What follows belongs to an exercise in optimizing a design on an open flow for small area and a short achievable clock period; a production flow would make more cautious choices. RTL that was checked went through simulation tests only; none was proved equivalent to the original. Power is estimated from default activity; no workload was simulated.

==> flow/design.v (excerpt) <==
module lif_tdm_scheduler #(
    parameter int N_NEURONS = 32,
    parameter int IDX_W     = $clog2(N_NEURONS)
) (
    input  logic                clk,
    input  logic                rst_n,
    input  logic                tick_in,
    input  logic                i_wr_en,
    input  logic [IDX_W-1:0]    i_wr_idx,
    input  logic signed [15:0]  i_wr_data,
    output logic                busy,
    output logic                done,
    output logic                tick_overrun,
    output logic                spk_valid,
    output logic [IDX_W-1:0]    spk_idx,
    input  logic                spk_ready
);
Size in the first run: about 0.053 mm² of cells after synthesis.
Settings: LEC_CHECK=0, CAP_MARGIN=20, CORE_MARGIN=2, CORE_UTILIZATION=40, PLACE_DENSITY=0.5, SLEW_MARGIN=20; clock period 13.0 ns.
standard.sh (not shown) runs the stock make flow with config.mk's settings and CLKGATE_MAP_FILE= SYNTH_SCRIPT=/design/flow/synth_recipe.tcl, a recipe that flattens the netlist after the stock synthesis.
==> flow/flow/run.sh <==
#!/bin/bash
# Standard synthesis, then the standard layout with a tighter setup-repair target (the
# constraints and clock period are unchanged) and a clock tree without dummy loads.
set -euo pipefail
bash standard.sh synth > synth.log 2>&1
bash standard.sh \
  SETUP_SLACK_MARGIN=9.0 \
  CTS_ARGS="-sink_clustering_enable -repair_clock_nets -dont_use_dummy_load -sink_clustering_size 30 -buf_list {sky130_fd_sc_hd__clkbuf_4 sky130_fd_sc_hd__clkbuf_8}" \
  finish > layout.log 2>&1
Edit:
--- a/flow/design.v
+++ b/flow/design.v
@@ -99,25 +99,24 @@
     input  logic [IDX_W-1:0]    i_wr_idx,
     input  logic signed [15:0]  i_wr_data,
     output logic                busy,
     output logic                done,
     output logic                tick_overrun,
     output logic                spk_valid,
     output logic [IDX_W-1:0]    spk_idx,
     input  logic                spk_ready
 );
     localparam int N = N_NEURONS;
     localparam logic [IDX_W-1:0] LAST_IDX = N - 1;
     logic [IDX_W-1:0]   idx;           
-    logic [IDX_W-1:0]   idx2;          
     logic               swept;         
     logic signed [15:0] lh;
     logic               rz, r1, lbig;
     logic signed [15:0] l1;
     logic               rz1, r11;
     logic [16:0]        s;
     logic signed [15:0] h;
     logic               pv;            
     logic [IDX_W-1:0]   pidx;
     logic [N-1:0]       psel;          
     logic signed [15:0] pd;
     logic               phit, phit1, phit2;   
@@ -152,55 +151,54 @@
         .h_add (h_add)
     );
     assign stall  = fire && spk_valid && !spk_ready;
     assign commit = busy && !stall;
     always_ff @(posedge clk or negedge rst_n) begin
         if (!rst_n) begin
             busy         <= 1'b0;
             done         <= 1'b0;
             tick_overrun <= 1'b0;
             spk_valid    <= 1'b0;
             spk_idx      <= '0;
             idx          <= '0;
-            idx2         <= 5'd2;
             swept        <= 1'b0;
             cq           <= 1'b0;
         end else begin
             done <= 1'b0;
             cq   <= commit;
             if (tick_in && (busy || done))
                 tick_overrun <= 1'b1;
             if (spk_valid && spk_ready)
                 spk_valid <= 1'b0;
             if (!busy && !done && tick_in)
                 busy <= 1'b1;
             if (commit) begin
-                idx  <= idx + 1'b1;
-                idx2 <= idx2 + 1'b1;
+                idx <= idx + 1'b1;
                 if (fire) begin
                     spk_valid <= 1'b1;
                     spk_idx   <= idx;
                 end
                 if (last) begin
                     busy  <= 1'b0;
                     done  <= 1'b1;
                     swept <= 1'b1;
                 end
             end
         end
     end
-    logic [IDX_W-1:0]   idx1, idx3;
+    logic [IDX_W-1:0]   idx1, idx2, idx3;
     logic signed [15:0] a_p, a_2, a_pf, a_2f, acc_add;
     logic [16:0]        s_ap;
     assign idx1 = idx + 1'b1;
+    assign idx2 = idx + 2'd2;
     assign idx3 = idx + 2'd3;
     always_comb begin
         a_p = '0;
         for (int k = 0; k < N; k++)
             a_p = a_p | (psel[k] ? acc[k] : 16'sd0);
     end
     always_comb begin
         a_2 = '0;
         for (int k = 0; k < N; k++)
             a_2 = a_2 | ((idx2 == k && acc_ok[k]) ? acc[k] : 16'sd0);
     end
     assign a_pf = a_p | (pfwd ? wd : 16'sd0);    
@@ -230,29 +228,24 @@
                    ({{2{lh_n[15]}}, lh_n} & {{2{pd[15]}}, pd}) |
                    ({{2{h1_eff[15]}}, h1_eff} & {{2{pd[15]}}, pd})) << 1;
     lif_add #(.W(18)) u_sb (.a(sb_s), .b(sb_c), .cin(1'b0), .s(sb));
     lif_add #(.W(17)) u_sp1 (.a({1'b0, ~lh_n[15], lh_n[14:0]}), .b(17'h1ffff), .cin(1'b0), .s(sp1));
     assign ovp1 = (s_h1[16:15] == 2'b01);
     assign ovn1 = (s_h1[16:15] == 2'b10);
     assign s_n  = !phit1 ? sa : ovp1 ? sp1 : ovn1 ? {1'b1, ~lh_n[15], lh_n[14:0]} : sb[16:0];
     assign e0 = i_wr_en && (i_wr_idx == idx);
     assign e1 = i_wr_en && (i_wr_idx == idx1);
     assign e2 = i_wr_en && (i_wr_idx == idx2);
     assign e3 = i_wr_en && (i_wr_idx == idx3);
     assign fwd_n = pv && !phit && (i_wr_idx == pidx);
-    logic [N-1:0] wsel_n;
-    always_comb begin
-        for (int k = 0; k < N; k++)
-            wsel_n[k] = pv && !phit && (pidx == k);
-    end
     always_ff @(posedge clk or negedge rst_n) begin
         if (!rst_n) begin
             lh    <= '0;
             rz    <= 1'b1;
             lbig  <= 1'b1;
             s     <= '0;
             r1    <= 1'b0;
             l1    <= '0;
             rz1   <= 1'b1;
             r11   <= 1'b0;
             h     <= '0;
             pv    <= 1'b0;
@@ -283,25 +276,25 @@
                 h    <= h_n;
                 s    <= s_n;
             end else if (phit) begin
                 h    <= h_add;
                 s    <= s_v;
             end
         end
     end
     always_ff @(posedge clk) begin
         pidx <= i_wr_idx;
         pd   <= i_wr_data;
         for (int k = 0; k < N; k++)
-            psel[k] <= (i_wr_idx == k) && !wsel_n[k] && acc_ok_n[k];
+            psel[k] <= (i_wr_idx == k) && !fwd_n && acc_ok_n[k];
         widx <= pidx;
         wd   <= acc_add;
     end
     logic [15:0] ring_v, ring_l;
     assign ring_v = (ring_wc == 2'd1) ? 16'h7fff :
                     (ring_wc == 2'd2) ? 16'h0000 :
                     (ring_wc == 2'd3) ? 16'h7ffe :
                     (ring_wb[16:15] == 2'b10) ? 16'h8000 : ring_wb[15:0];
     lif_leak u_leak (.v(ring[N-3]), .l(ring_l));
     always_ff @(posedge clk) begin
         ring_wb <= s_v;
         ring_wc <= !rz ? (r1 ? 2'd2 : 2'd1) : fire ? 2'd3 : 2'd0;
=>
- first-iteration DRC count came out higher by 0.32%
- clock-buffer cell count came out lower by 5
- worst setup slack improved by 0.089 ns
- wire length came out higher by 1.9%
- via count came out higher by 1.8%
- synthesized cell count came out higher by 2.1%
- sequential cell count came out lower by 5
- power is about the same
- final cell count came out higher by 0.99%
- area after synthesis stays flat
Only the layout flow was run in the first run of this note; the RTL was not checked for function there.

port drivers added, routing unchanged:
In the flow no input, the clock included, has a driving cell. The finished layouts below were timed again as built, in two steps. Step 1 (the two cells are an assumption about what drives the block):
set clk [get_ports {clk}]
set_driving_cell -lib_cell sky130_fd_sc_hd__clkbuf_16 $clk
set_driving_cell -lib_cell sky130_fd_sc_hd__buf_2 [delete_from_list [all_inputs] $clk]
Step 2 moves the port delays by t, midway between the first and last clock arrival at a register: inputs arrive t later, outputs are due t later. That takes back most of the time a late clock gives input paths. a / b / c = ideal / step 1 / step 2; a / b = the first two.
| run | t, ns | setup slack, ns | slew at the worst register clock pin (ns) | worst slew at a driven data input, ns | cell pins on the clock port's net |
|---|---|---|---|---|---|
| the first run | 0.964 | 8.857 / 8.857 / 8.143 | 0.07 / 0.07 | 0.07 | 1 |
| the second run | 0.939 | 8.946 / 8.918 / 8.175 | 0.07 / 0.07 | 0.08 | 1 |
After both steps setup and hold are still met in every run listed. The setup slack of the second run, which loses most, moves by -0.028 ns with the drivers and by -0.771 ns with both steps.
